Background: an optimization exercise with open tools, aiming at small area and a short achievable clock period. Do not read the settings as production practice. At most, simulation tests tie the RTL to the original design; equivalence was not proved. No activity file was given, so power comes from the tool's default toggle rates.

==> module mips_field_decode, before the edit <==
module mips_field_decode
(
  input  logic [WORD_W-1:0]     instr,
  output logic                  imm_op,      
  output logic                  imm_sext,    
  output logic                  sub,         
  output logic                  sh_var,      
  output logic                  sh_left,
  output logic                  sh_arith,
  output logic [1:0]            lop,         
  output logic                  sel_sum,
  output logic                  sel_logic,
  output logic                  sel_less,
  output logic                  less_uns,
  output logic                  sel_sll,
  output logic                  sel_sr,
  output logic                  sel_lui,
  output logic                  sel_link,
  output logic                  br_r,        
  output logic                  br_regimm,   
  output logic                  br_j,        
  output logic                  br_eq,       
  output logic                  br_lez,      
  output logic                  br_inv,      
  output logic                  br_target,   
  output logic                  tgt_jr,
  output logic                  tgt_j,
  output logic                  writes_reg,
  output logic [REG_ADDR_W-1:0] waddr,
  output logic                  checks_ov,
  output logic                  reserved
);
  logic [5:0] op;
  logic [5:0] fn;
  logic [4:0] f_rt;
  logic [4:0] f_rd;
  logic       op_lo0;    
  logic       r_t;       
  logic       i_t;       
  logic       jal;
  logic       fn_ok;
  logic       wr;
  assign op   = instr[31:26];
  assign fn   = instr[5:0];
  assign f_rt = instr[20:16];
  assign f_rd = instr[15:11];
  assign op_lo0 = (op[3:0] == 4'b0000);
  assign r_t    = op_lo0;
  assign i_t    = op[3];
  assign jal    = (op[3:0] == 4'b0011);
  always_comb
  begin
    case (fn)
      6'h00, 6'h02, 6'h03, 6'h04, 6'h06, 6'h07, 6'h08, 6'h09,
      6'h20, 6'h21, 6'h22, 6'h23, 6'h24, 6'h25, 6'h26, 6'h27,
      6'h2a, 6'h2b: fn_ok = 1'b1;
      default:      fn_ok = 1'b0;
    endcase
  end
  always_comb
  begin
    reserved = 1'b0;
    if (op[5:4] != 2'b00)
      reserved = 1'b1;
    else if (op[3:0] == 4'b0000)
      reserved = ~fn_ok;
    else if (op[3:0] == 4'b0001)
      reserved = (f_rt[4:1] != 4'b0000);
  end
  assign imm_op   = i_t;
  assign imm_sext = ~op[2];
  assign sub      = i_t ? op[1] : (fn[1] & ~op[2]);
  assign sh_var   = fn[2];
  assign sh_left  = ~fn[1];
  assign sh_arith = fn[0];
  assign lop      = i_t ? op[1:0] : fn[1:0];
  assign sel_sum   = i_t ? (~op[2] & ~op[1]) : (fn[5] & ~fn[3] & ~fn[2]);
  assign sel_logic = i_t ? (op[2] & ~(op[1] & op[0])) : (fn[5] & fn[2]);
  assign sel_less  = i_t ? (~op[2] & op[1]) : (fn[5] & fn[3]);
  assign less_uns  = i_t ? op[0] : fn[0];
  assign sel_sll   = ~i_t & ~fn[5] & ~fn[1];
  assign sel_sr    = ~i_t & ~fn[5] & fn[1];
  assign sel_lui   = i_t & op[2] & op[1] & op[0];
  assign sel_link  = (r_t & ~fn[5] & fn[3]) | jal;
  assign br_r      = r_t & ~fn[5] & fn[3];
  assign br_regimm = (op[3:0] == 4'b0001);
  assign br_j      = (op[3:1] == 3'b001);
  assign br_eq     = (op[3:1] == 3'b010);
  assign br_lez    = (op[3:1] == 3'b011);
  assign br_inv    = br_regimm ? f_rt[0] : op[0];
  assign br_target = (op[5:3] == 3'b000) &
                     ((op[2:0] == 3'b000) ? (fn[5:1] == 5'b00100) :
                      (op[2:0] == 3'b001) ? (f_rt[4:1] == 4'b0000) : 1'b1);
  assign tgt_jr    = ~op[2] & ~op[1] & ~op[0];
  assign tgt_j     = ~op[2] & op[1];
  assign wr         = (r_t & ~(~fn[5] & fn[3] & ~fn[0])) | i_t | jal;
  assign waddr      = op[3] ? f_rt : (f_rd | {5{op[0]}});
  assign writes_reg = wr & (waddr != 5'd0);
  assign checks_ov  = (r_t & fn[5] & ~fn[3] & ~fn[2] & ~fn[0]) |
                      (op[3] & ~op[2] & ~op[1] & ~op[0]);
endmodule
==> module mips_alu, before the edit <==
module mips_alu
#(
  parameter int ADDER = 2    
)
(
  input  logic [WORD_W-1:0] rs_data,
  input  logic [WORD_W-1:0] rt_data,
  input  logic [15:0]       imm,
  input  logic [4:0]        sa,
  input  logic              imm_op,
  input  logic              imm_sext,
  input  logic              sub,
  input  logic              sh_var,
  input  logic              sh_left,
  input  logic              sh_arith,
  input  logic [1:0]        lop,
  input  logic              sel_sum,
  input  logic              sel_logic,
  input  logic              sel_less,
  input  logic              less_uns,
  input  logic              sel_sll,
  input  logic              sel_sr,
  input  logic              sel_lui,
  output logic [WORD_W-1:0] result,
  output logic              overflow,
  output logic              equal
);
  localparam int N = WORD_W;
  logic [N-1:0] a;
  logic [N-1:0] b;
  logic [N-1:0] bx;
  logic [N-1:0] p;
  logic [N-1:0] g;
  logic [N:0]   c;       
  logic [N-1:0] sum;
  logic         less;
  logic [N-1:0] logic_r;
  assign a = rs_data;
  assign b = imm_op ? {{16{imm_sext & imm[15]}}, imm} : rt_data;
  assign bx = b ^ {N{sub}};
  assign p  = a ^ bx;
  assign g  = a & bx;
  logic [N-1:0] gc;
  mips_prefix #(.W(N), .ARCH(ADDER)) i_prefix (
    .g  ({g[N-1:1], g[0] | (p[0] & sub)}),
    .p  (p),
    .gc (gc)
  );
  assign c[N:1] = gc;
  assign c[0] = sub;
  assign sum  = p ^ c[N-1:0];
  assign overflow = c[N-1] ^ c[N];
  assign less  = less_uns ? ~c[N] : (p[N-1] ^ c[N]);
  assign equal = ~|p;
  logic lg_g;
  logic lg_o;
  logic lg_x;
  logic lg_n;
  assign lg_g = sel_logic & (lop == 2'b00);
  assign lg_o = sel_logic & (lop == 2'b01);
  assign lg_x = sel_logic & (lop == 2'b10);
  assign lg_n = sel_logic & (lop == 2'b11);
  assign logic_r = ({N{lg_g}} & g) | ({N{lg_o}} & (p | g)) | ({N{lg_x}} & ~p)
                 | ({N{lg_n}} & ~(a | b));
  logic [4:0]   shamt;
  logic [N-1:0] sh_in;
  logic [N-1:0] sh_out;
  logic         fill;
  assign shamt = sh_var ? rs_data[4:0] : sa;
  assign fill  = sh_arith & rt_data[N-1];
  always_comb
  begin
    for (int i = 0; i < N; i++)
      sh_in[i] = sh_left ? rt_data[N-1-i] : rt_data[i];
  end
  logic [N-1:0] s1, s2, s3, s4;
  assign s1     = shamt[4] ? {{16{fill}}, sh_in[N-1:16]} : sh_in;
  assign s2     = shamt[3] ? {{8{fill}},  s1[N-1:8]}     : s1;
  assign s3     = shamt[2] ? {{4{fill}},  s2[N-1:4]}     : s2;
  assign s4     = shamt[1] ? {{2{fill}},  s3[N-1:2]}     : s3;
  assign sh_out = shamt[0] ? {fill,       s4[N-1:1]}     : s4;
  logic [N-1:0] sh_rev;
  always_comb
  begin
    for (int i = 0; i < N; i++)
      sh_rev[i] = sh_out[N-1-i];
  end
  assign result = ({N{sel_sum}}   & sum)
                | logic_r
                | ({N{sel_less}}  & {{(N-1){1'b0}}, less})
                | ({N{sel_sll}}   & sh_rev)
                | ({N{sel_sr}}    & sh_out)
                | ({N{sel_lui}}   & {imm, 16'h0000});
endmodule
clock: 8.0 ns
lec_check: 0
cap_margin: 20
core_margin: 2
core_utilization: 50
place_density: 0.75
setup_slack_margin: 3.0
slew_margin: 20
buffer_ports_args: -buffer_cell sky130_fd_sc_hd__buf_1
standard.sh (not shown) runs the stock make flow with config.mk's settings and CLKGATE_MAP_FILE= SYNTH_SCRIPT=/design/flow/synth_recipe.tcl, a recipe that flattens the netlist after the stock synthesis.
==> flow/flow/run.sh <==
#!/bin/bash
set -e
echo "export BUFFER_PORTS_ARGS = -buffer_cell sky130_fd_sc_hd__buf_1" >> config.mk
export BUFFER_PORTS_ARGS="-buffer_cell sky130_fd_sc_hd__buf_1"
bash standard.sh > standard.log 2>&1
Rerun with:
--- a/flow/design.v
+++ b/flow/design.v
@@ -124,13 +124,13 @@
       reserved = ~fn_ok;
     else if (op[3:0] == 4'b0001)
       reserved = (f_rt[4:1] != 4'b0000);
   end
   assign imm_op   = i_t;
   assign imm_sext = ~op[2];
-  assign sub      = i_t ? op[1] : (fn[1] & ~op[2]);
+  assign sub      = i_t ? op[1] : fn[1];
   assign sh_var   = fn[2];
   assign sh_left  = ~fn[1];
   assign sh_arith = fn[0];
   assign lop      = i_t ? op[1:0] : fn[1:0];
   assign sel_sum   = i_t ? (~op[2] & ~op[1]) : (fn[5] & ~fn[3] & ~fn[2]);
   assign sel_logic = i_t ? (op[2] & ~(op[1] & op[0])) : (fn[5] & fn[2]);
@@ -158,13 +158,13 @@
                       (op[3] & ~op[2] & ~op[1] & ~op[0]);
 endmodule
 `timescale 1ns/1ns
 import mips_pkg::*;
 module mips_alu
 #(
-  parameter int ADDER = 2    
+  parameter int ADDER = 0    
 )
 (
   input  logic [WORD_W-1:0] rs_data,
   input  logic [WORD_W-1:0] rt_data,
   input  logic [15:0]       imm,
   input  logic [4:0]        sa,
@@ -209,13 +209,13 @@
   );
   assign c[N:1] = gc;
   assign c[0] = sub;
   assign sum  = p ^ c[N-1:0];
   assign overflow = c[N-1] ^ c[N];
   assign less  = less_uns ? ~c[N] : (p[N-1] ^ c[N]);
-  assign equal = ~|p;
+  assign equal = sub ? &p : ~|p;
   logic lg_g;
   logic lg_o;
   logic lg_x;
   logic lg_n;
   assign lg_g = sel_logic & (lop == 2'b00);
   assign lg_o = sel_logic & (lop == 2'b01);
Effect: Final cell count climbs by 1.3%; worst setup slack is better by 0.60 ns; core utilization drops by 2.0 points; clock power drops by about 1%; combinational power drops by about 5%; clock-buffer cell count stays the same; die area climbs by about 2.6%.
Only the layout flow was run in the first run of this note; the RTL was not checked for function there.

mips_exec_stage, a different RTL version from the one above (not shown whole).
Size in the first run: ~1400 cells after synthesis, about 73 flip-flops, about 270 I/O pins, ~11000 sq um of cells after synthesis.
==> module mips_field_decode, before the edit <==
module mips_field_decode
(
  input  logic [WORD_W-1:0]     instr,
  output logic                  imm_op,      
  output logic                  imm_sext,    
  output logic                  sub,         
  output logic                  sh_var,      
  output logic                  sh_left,
  output logic                  sh_arith,
  output logic [1:0]            lop,         
  output logic                  sel_sum,
  output logic                  sel_logic,
  output logic                  sel_less,
  output logic                  less_uns,
  output logic                  sel_sll,
  output logic                  sel_sr,
  output logic                  sel_lui,
  output logic                  sel_link,
  output logic                  br_r,        
  output logic                  br_regimm,   
  output logic                  br_j,        
  output logic                  br_eq,       
  output logic                  br_lez,      
  output logic                  br_inv,      
  output logic                  br_target,   
  output logic                  tgt_jr,
  output logic                  tgt_j,
  output logic                  writes_reg,
  output logic [REG_ADDR_W-1:0] waddr,
  output logic                  checks_ov,
  output logic                  reserved
);
  logic [5:0] op;
  logic [5:0] fn;
  logic [4:0] f_rt;
  logic [4:0] f_rd;
  logic       op_lo0;    
  logic       r_t;       
  logic       i_t;       
  logic       jal;
  logic       fn_ok;
  logic       wr;
  assign op   = instr[31:26];
  assign fn   = instr[5:0];
  assign f_rt = instr[20:16];
  assign f_rd = instr[15:11];
  assign op_lo0 = (op[3:0] == 4'b0000);
  assign r_t    = op_lo0;
  assign i_t    = op[3];
  assign jal    = (op[3:0] == 4'b0011);
  always_comb
  begin
    case (fn)
      6'h00, 6'h02, 6'h03, 6'h04, 6'h06, 6'h07, 6'h08, 6'h09,
      6'h20, 6'h21, 6'h22, 6'h23, 6'h24, 6'h25, 6'h26, 6'h27,
      6'h2a, 6'h2b: fn_ok = 1'b1;
      default:      fn_ok = 1'b0;
    endcase
  end
  always_comb
  begin
    reserved = 1'b0;
    if (op[5:4] != 2'b00)
      reserved = 1'b1;
    else if (op[3:0] == 4'b0000)
      reserved = ~fn_ok;
    else if (op[3:0] == 4'b0001)
      reserved = (f_rt[4:1] != 4'b0000);
  end
  assign imm_op   = i_t;
  assign imm_sext = ~op[2];
  assign sub      = (r_t & fn[5] & fn[1] & ~fn[2]) | (i_t & ~op[2] & op[1]);
  assign sh_var   = fn[2];
  assign sh_left  = ~fn[1];
  assign sh_arith = fn[0];
  assign lop      = i_t ? op[1:0] : fn[1:0];
  assign sel_sum   = (r_t & fn[5] & ~fn[3] & ~fn[2]) | (i_t & ~op[2] & ~op[1]);
  assign sel_logic = (r_t & fn[5] & ~fn[3] & fn[2]) | (i_t & op[2] & ~(op[1] & op[0]));
  assign sel_less  = (r_t & fn[5] & fn[3]) | (i_t & ~op[2] & op[1]);
  assign less_uns  = i_t ? op[0] : fn[0];
  assign sel_sll   = r_t & ~fn[5] & ~fn[3] & ~fn[1];
  assign sel_sr    = r_t & ~fn[5] & ~fn[3] & fn[1];
  assign sel_lui   = i_t & (op[2:0] == 3'b111);
  assign sel_link  = (r_t & ~fn[5] & fn[3]) | jal;
  assign br_r      = r_t & ~fn[5] & fn[3];
  assign br_regimm = (op[3:0] == 4'b0001);
  assign br_j      = (op[3:1] == 3'b001);
  assign br_eq     = (op[3:1] == 3'b010);
  assign br_lez    = (op[3:1] == 3'b011);
  assign br_inv    = br_regimm ? f_rt[0] : op[0];
  assign br_target = (op[5:3] == 3'b000) &
                     ((op[2:0] == 3'b000) ? (fn[5:1] == 5'b00100) :
                      (op[2:0] == 3'b001) ? (f_rt[4:1] == 4'b0000) : 1'b1);
  assign tgt_jr    = ~op[2] & ~op[1] & ~op[0];
  assign tgt_j     = ~op[2] & op[1];
  assign wr         = (r_t & ~(~fn[5] & fn[3] & ~fn[0])) | i_t | jal;
  assign waddr      = op[3] ? f_rt : (f_rd | {5{op[0]}});
  assign writes_reg = wr & (waddr != 5'd0);
  assign checks_ov  = (r_t & fn[5] & ~fn[3] & ~fn[2] & ~fn[0]) |
                      (op[3] & ~op[2] & ~op[1] & ~op[0]);
endmodule
==> module mips_alu, before the edit <==
module mips_alu
#(
  parameter int ADDER = 0    
)
(
  input  logic [WORD_W-1:0] rs_data,
  input  logic [WORD_W-1:0] rt_data,
  input  logic [15:0]       imm,
  input  logic [4:0]        sa,
  input  logic              imm_op,
  input  logic              imm_sext,
  input  logic              sub,
  input  logic              sh_var,
  input  logic              sh_left,
  input  logic              sh_arith,
  input  logic [1:0]        lop,
  input  logic              sel_sum,
  input  logic              sel_logic,
  input  logic              sel_less,
  input  logic              less_uns,
  input  logic              sel_sll,
  input  logic              sel_sr,
  input  logic              sel_lui,
  output logic [WORD_W-1:0] result,
  output logic              overflow,
  output logic              equal
);
  localparam int N = WORD_W;
  logic [N-1:0] a;
  logic [N-1:0] b;
  logic [N-1:0] bx;
  logic [N-1:0] p;
  logic [N-1:0] g;
  logic [N:0]   c;       
  logic [N-1:0] sum;
  logic         less;
  logic [N-1:0] logic_r;
  assign a = rs_data;
  assign b = imm_op ? {{16{imm_sext & imm[15]}}, imm} : rt_data;
  assign bx = b ^ {N{sub}};
  assign p  = a ^ bx;
  assign g  = a & bx;
  logic [N-1:0] gc;
  mips_prefix #(.W(N), .ARCH(ADDER)) i_prefix (
    .g  ({g[N-1:1], g[0] | (p[0] & sub)}),
    .p  (p),
    .gc (gc)
  );
  assign c[N:1] = gc;
  assign c[0] = sub;
  assign sum  = p ^ c[N-1:0];
  assign overflow = c[N-1] ^ c[N];
  assign less  = less_uns ? ~c[N] : (p[N-1] ^ c[N]);
  assign equal = ~|p;
  logic lg_g;
  logic lg_p;
  logic lg_n;
  assign lg_g = sel_logic & ~lop[1];
  assign lg_p = sel_logic & (lop[1] ^ lop[0]);
  assign lg_n = sel_logic & lop[1] & lop[0];
  assign logic_r = ({N{lg_g}} & g) | ({N{lg_p}} & p) | ({N{lg_n}} & ~(p | g));
  logic [4:0]   shamt;
  logic [N-1:0] sh_in;
  logic [N-1:0] sh_out;
  logic         fill;
  assign shamt = sh_var ? rs_data[4:0] : sa;
  assign fill  = sh_arith & rt_data[N-1];
  always_comb
  begin
    for (int i = 0; i < N; i++)
      sh_in[i] = sh_left ? rt_data[N-1-i] : rt_data[i];
  end
  logic [N-1:0] s1, s2, s3, s4;
  assign s1     = shamt[4] ? {{16{fill}}, sh_in[N-1:16]} : sh_in;
  assign s2     = shamt[3] ? {{8{fill}},  s1[N-1:8]}     : s1;
  assign s3     = shamt[2] ? {{4{fill}},  s2[N-1:4]}     : s2;
  assign s4     = shamt[1] ? {{2{fill}},  s3[N-1:2]}     : s3;
  assign sh_out = shamt[0] ? {fill,       s4[N-1:1]}     : s4;
  logic [N-1:0] sh_rev;
  always_comb
  begin
    for (int i = 0; i < N; i++)
      sh_rev[i] = sh_out[N-1-i];
  end
  assign result = ({N{sel_sum}}   & sum)
                | logic_r
                | ({N{sel_less}}  & {{(N-1){1'b0}}, less})
                | ({N{sel_sll}}   & sh_rev)
                | ({N{sel_sr}}    & sh_out)
                | ({N{sel_lui}}   & {imm, 16'h0000});
endmodule
Settings: LEC_CHECK=0, CAP_MARGIN=20, CORE_MARGIN=2, CORE_UTILIZATION=25, SETUP_SLACK_MARGIN=2.5, SLEW_MARGIN=20, BUFFER_PORTS_ARGS=-buffer_cell sky130_fd_sc_hd__buf_1; clock period 8.0 ns.
Scripts as last shown in full above: flow/flow/run.sh
Change:
--- a/flow/design.v
+++ b/flow/design.v
@@ -125,11 +125,11 @@
     else if (op[3:0] == 4'b0001)
       reserved = (f_rt[4:1] != 4'b0000);
   end
   assign imm_op   = i_t;
   assign imm_sext = ~op[2];
-  assign sub      = (r_t & fn[5] & fn[1] & ~fn[2]) | (i_t & ~op[2] & op[1]);
+  assign sub      = i_t ? op[1] : (fn[1] & ~op[2]);
   assign sh_var   = fn[2];
   assign sh_left  = ~fn[1];
   assign sh_arith = fn[0];
   assign lop      = i_t ? op[1:0] : fn[1:0];
   assign sel_sum   = (r_t & fn[5] & ~fn[3] & ~fn[2]) | (i_t & ~op[2] & ~op[1]);
@@ -212,16 +212,19 @@
   assign sum  = p ^ c[N-1:0];
   assign overflow = c[N-1] ^ c[N];
   assign less  = less_uns ? ~c[N] : (p[N-1] ^ c[N]);
   assign equal = ~|p;
   logic lg_g;
-  logic lg_p;
+  logic lg_o;
+  logic lg_x;
   logic lg_n;
-  assign lg_g = sel_logic & ~lop[1];
-  assign lg_p = sel_logic & (lop[1] ^ lop[0]);
-  assign lg_n = sel_logic & lop[1] & lop[0];
-  assign logic_r = ({N{lg_g}} & g) | ({N{lg_p}} & p) | ({N{lg_n}} & ~(p | g));
+  assign lg_g = sel_logic & (lop == 2'b00);
+  assign lg_o = sel_logic & (lop == 2'b01);
+  assign lg_x = sel_logic & (lop == 2'b10);
+  assign lg_n = sel_logic & (lop == 2'b11);
+  assign logic_r = ({N{lg_g}} & g) | ({N{lg_o}} & (p | g)) | ({N{lg_x}} & ~p)
+                 | ({N{lg_n}} & ~(a | b));
   logic [4:0]   shamt;
   logic [N-1:0] sh_in;
   logic [N-1:0] sh_out;
   logic         fill;
   assign shamt = sh_var ? rs_data[4:0] : sa;
Maximum frequency hardly moves. Flip-flop and latch count does not change. Via count is higher by 7.6%. Die area is higher by about 5.4%. Routed wire length is higher by about 12%. Synthesized area is higher by 5.5%. Final area is lower by about 1.5%. Global-route usage is higher by 1.2 points. Setup slack is better by 0.0047 ns. Hold slack is worse by 0.018 ns. Cell count is higher by 3.1%. Count of clock-buffer cells in the layout does not change.
No functional check of the RTL was part of any run of this note.

-- afterwards: timing with drivers on the ports --
How much do the figures lean on ideal ports? The routed layouts below were timed once more, with nothing changed but the port constraints. Step 1 assumes that a clkbuf_16 drives the clock port and a buf_2 every other input. Step 2 also shifts input and output timing later by t, the mid clock arrival at the registers, as if the neighbouring blocks saw the same clock. a / b / c = ideal ports / drivers / drivers and shift; a / b = the first two.
| run | shift t [ns] | slack for setup (ns) | worst setup path after step 2 | clock arrival spread, ns |
|---|---|---|---|---|
| the first run of note 1 | 0.404 | 2.340 / 2.366 / 1.962 | input to register | 0.016 / 0.016 |
| the second run of note 1 | 0.408 | 2.944 / 2.866 / 2.457 | input to register | 0.022 / 0.023 |
| the first run of note 2 | 0.399 | 2.562 / 2.572 / 2.173 | input to register | 0.010 / 0.010 |
| the second run of note 2 | 0.435 | 2.566 / 2.570 / 2.135 | input to register | 0.018 / 0.018 |
After both steps setup and hold are still met in every run listed. For the second run of note 1, which loses most, drivers alone change the setup slack by -0.078 ns; drivers and shift together by -0.487 ns.
